This design comes from an exercise in tuning for small area, a short achievable clock period and few clock cycles per item on the open sky130 flow, not from production work. RTL that was checked went through simulation tests only; none was proved equivalent to the original.

// process_id_sha256_uuidv8
module process_id_sha256_uuidv8 (
  input  logic                               clk,
  input  logic                               rst_n,
  input  logic                               in_valid,
  output logic                               in_ready,
  input  pidsha_pkg::pidsha_in_t             in_data,
  output logic                               out_valid,
  input  logic                               out_ready,
  output pidsha_pkg::pidsha_out_t            out_data,
  input  logic                               cfg_valid,
  output logic                               cfg_ready,
  input  logic [pidsha_pkg::CFG_IDX_W-1:0]   cfg_index,
  input  logic [63:0]                        cfg_data
);
Size: roughly 5000 cells after synthesis, roughly 1000 flip-flops, ~330 I/O pins.
==> flow/config.mk <==
export PLATFORM = sky130hd
export DESIGN_NAME = process_id_sha256_uuidv8
export DESIGN_NICKNAME = process_id_sha256_uuidv8
export VERILOG_FILES = /design/flow/design.v
export SDC_FILE = /design/flow/constraint.sdc
export NUM_CORES = 4
export LEC_CHECK = 0
export CAP_MARGIN = 20
export CORE_MARGIN = 2
export CORE_UTILIZATION = 40
export CTS_BUF_LIST = sky130_fd_sc_hd__clkbuf_8
export SLEW_MARGIN = 20
export TNS_END_PERCENT = 10
==> flow/constraint.sdc <==
create_clock -name core_clock -period 10.0 [get_ports {clk}]
set_input_delay 2.0000 -clock core_clock [delete_from_list [all_inputs] [get_ports {clk}]]
set_output_delay 2.0000 -clock core_clock [all_outputs]
set_load 0.01 [all_outputs]
standard.sh (not shown) runs the stock make flow with config.mk's settings and CLKGATE_MAP_FILE= SYNTH_SCRIPT=/design/flow/synth_recipe.tcl, a recipe that flattens the netlist after the stock synthesis.
==> flow/flow/run.sh <==
#!/bin/bash
# The standard layout (standard.sh: ORFS synthesis to final layout) with two changes:
# timing repair aims at a setup slack of 5.5 ns, and ports are buffered with buf_2 cells.
set -euo pipefail
export SETUP_SLACK_MARGIN=5.5
export BUFFER_PORTS_ARGS="-buffer_cell sky130_fd_sc_hd__buf_2"
bash standard.sh > standard.log 2>&1
The baseline completed with no timing, DRC or antenna violations.
Edit:
==> flow/run.sh (new file) <==
#!/bin/bash
# synth_recipe.tcl (not shown) runs the flow's synth.tcl, then flattens the netlist and writes it again
# the make line also repeats each setting of config.mk as NAME=value (left out here)
make -C /OpenROAD-flow-scripts/flow DESIGN_CONFIG=/design/flow/config.mk WORK_HOME=/design/flow/orfs CLKGATE_MAP_FILE= SYNTH_SCRIPT=/design/flow/synth_recipe.tcl finish
--- a/flow/config.mk
+++ b/flow/config.mk
@@ -9,5 +9,5 @@
 export CORE_MARGIN = 2
 export CORE_UTILIZATION = 40
-export CTS_BUF_LIST = sky130_fd_sc_hd__clkbuf_8
+export SETUP_SLACK_MARGIN = 5.0
 export SLEW_MARGIN = 20
 export TNS_END_PERCENT = 10
removed: flow/flow/run.sh
removed: flow/standard.sh
Via count shrinks by 2.5%.
Setup slack degrades by 0.13 ns.
Function was not checked in any run of this note: the RTL went through the layout flow alone.

* * *

Setup of run A:
process_id_sha256_uuidv8, a different RTL version from the one above (not shown whole).
Size: roughly 5,200 cells after synthesis, ~330 I/O pins, roughly 52,000 um^2 of cells after synthesis.
clock: 10.0 ns
lec_check: 0
cap_margin: 20
core_margin: 2
core_utilization: 40
slew_margin: 20
synth_hierarchical: 1
tns_end_percent: 5
==> flow/flow/run.sh <==
#!/bin/bash
set -euo pipefail
export ADDER_MAP_FILE=
export SETUP_SLACK_MARGIN=6.5
export BUFFER_PORTS_ARGS="-buffer_cell sky130_fd_sc_hd__buf_2"
bash standard.sh > standard.log 2>&1
Testbench counts of run A, summed over its fixed seeds: cycles 24,976, items 384.
Input-level comparison between run B and run A:
# run A
export LEC_CHECK = 0
export CAP_MARGIN = 20
export CORE_MARGIN = 2
export CORE_UTILIZATION = 40
export SLEW_MARGIN = 20
export SYNTH_HIERARCHICAL = 1
export TNS_END_PERCENT = 5
create_clock -name core_clock -period 10.0 [get_ports {clk}]
# run B
export LEC_CHECK = 0
export CAP_MARGIN = 35
export CORE_MARGIN = 2
export CORE_UTILIZATION = 55
export SLEW_MARGIN = 20
export SYNTH_HIERARCHICAL = 1
export TNS_END_PERCENT = 5
create_clock -name core_clock -period 10.0 [get_ports {clk}]
Results
- Comparing run A against run B, there is no change at all in summed instance area of the synthesized netlist.
- Diff run B..run A | share of synthesized registers carrying an async set or reset | unchanged
- Run B vs. run A: critical path depth saw a decrease; first-iteration detailed-routing DRC count saw an increase; non-clock buffer share of cell area saw a decrease; setup slack saw a decrease; wire length of the first global-routing pass saw a decrease.
- Compared to run A, run B has total die area 27% lower.
- Cell area shrinks by a few percent when moving from run A to run B.
Relative to run B, the following input files were edited for run C:
# run B
export LEC_CHECK = 0
export CAP_MARGIN = 35
export CORE_MARGIN = 2
export CORE_UTILIZATION = 55
export SLEW_MARGIN = 20
export SYNTH_HIERARCHICAL = 1
export TNS_END_PERCENT = 5
create_clock -name core_clock -period 10.0 [get_ports {clk}]
# run C
export LEC_CHECK = 0
export CAP_MARGIN = 35
export CORE_MARGIN = 2
export CORE_UTILIZATION = 40
export SLEW_MARGIN = 20
export SYNTH_HIERARCHICAL = 1
export TNS_END_PERCENT = 5
create_clock -name core_clock -period 10.0 [get_ports {clk}]
--- outcome ---
Run C reached the end of the flow, and the finished layout is clean on the timing, DRC and antenna checks.
Routed wire length up 2.1% in run C wrt run B
Changes observed in run C relative to run B: area after synthesis roughly the same, floorplan die height up 17%.
Summary: with run B as the reference, wire length on met3 in run C moved down by more than 10%.
Compared with run B, maximum clock frequency in run C increased by a few percent.
Per the comparison of run C with run B, clock-buffer cell count climbed about 14%, total instance count after detailed placement climbed about 8%, non-clock buffer count went up about 0.9%, maximum cell stage delay along the critical path shows a reduction of 0.09 ns.
### run C -> run D
# run C
export LEC_CHECK = 0
export CAP_MARGIN = 35
export CORE_MARGIN = 2
export CORE_UTILIZATION = 40
export SLEW_MARGIN = 20
export SYNTH_HIERARCHICAL = 1
export TNS_END_PERCENT = 5
create_clock -name core_clock -period 10.0 [get_ports {clk}]
# run D
export LEC_CHECK = 0
export CAP_MARGIN = 35
export CORE_MARGIN = 2
export CORE_UTILIZATION = 40
export SLEW_MARGIN = 20
export SYNTH_HIERARCHICAL = 1
export TNS_END_PERCENT = 0
create_clock -name core_clock -period 10.0 [get_ports {clk}]
==> flow/flow/run.sh <==
#!/bin/bash
set -euo pipefail
export ADDER_MAP_FILE=
export SETUP_SLACK_MARGIN=6.5
export BUFFER_PORTS_ARGS="-buffer_cell sky130_fd_sc_hd__buf_1"
bash standard.sh > standard.log 2>&1
==> comparison <==
Diff run C and run D: routed wire length higher in run C
Data arrival at the endpoint of the critical path (higher): run D
In run D, the post-route minimum period came out 0.059 ns above the value in run C.
Diff run C -> run D: buffer share of cell area went down by 0.69 points; register-to-register slack went down by 0.06 ns.
Run D was carried through to the last stage, and its layout satisfied the timing, DRC and antenna checks.
Of run D and run C, it is run D that has the lower pin count of the biggest net entering global routing.

[afterwards: timing with drivers on the ports]
In the flow no input, the clock included, has a driving cell. The finished layouts below were timed again as built, in two steps.
Step 1, drivers: a clkbuf_16 drives clk and a buf_2 each remaining input, both assumed.
Step 2 also shifts input and output timing later by t, the mid clock arrival at the registers, as if the neighbouring blocks saw the same clock.
Three values: no drivers, after step 1, after step 2; two values: the first two.
| run | t (ns) | setup WS [ns] | worst hold slack (ns) | clock arrival spread, ns |
|---|---|---|---|---|
| the first run of note 1 | 0.951 | 5.060 / 5.060 / 5.060 | 0.291 / 0.291 / 0.291 | 0.080 / 0.081 |
| the second run of note 1 | 0.787 | 4.934 / 4.934 / 4.934 | 0.308 / 0.308 / 0.308 | 0.080 / 0.080 |
| run A | 0.819 | 6.193 / 6.193 / 5.801 | 0.304 / 0.304 / 0.304 | 0.117 / 0.118 |
| run B | 0.780 | 6.107 / 6.107 / 5.620 | 0.309 / 0.309 / 0.309 | 0.055 / 0.055 |
| run C | 0.791 | 6.203 / 6.203 / 5.981 | 0.311 / 0.311 / 0.311 | 0.088 / 0.088 |
| run D | 0.815 | 6.144 / 6.144 / 5.705 | 0.266 / 0.266 / 0.266 | 0.108 / 0.108 |
After both steps every run listed still meets setup and hold. The setup slack of run B, which loses most, moves by 0.000 ns with the drivers and by -0.487 ns with both steps.
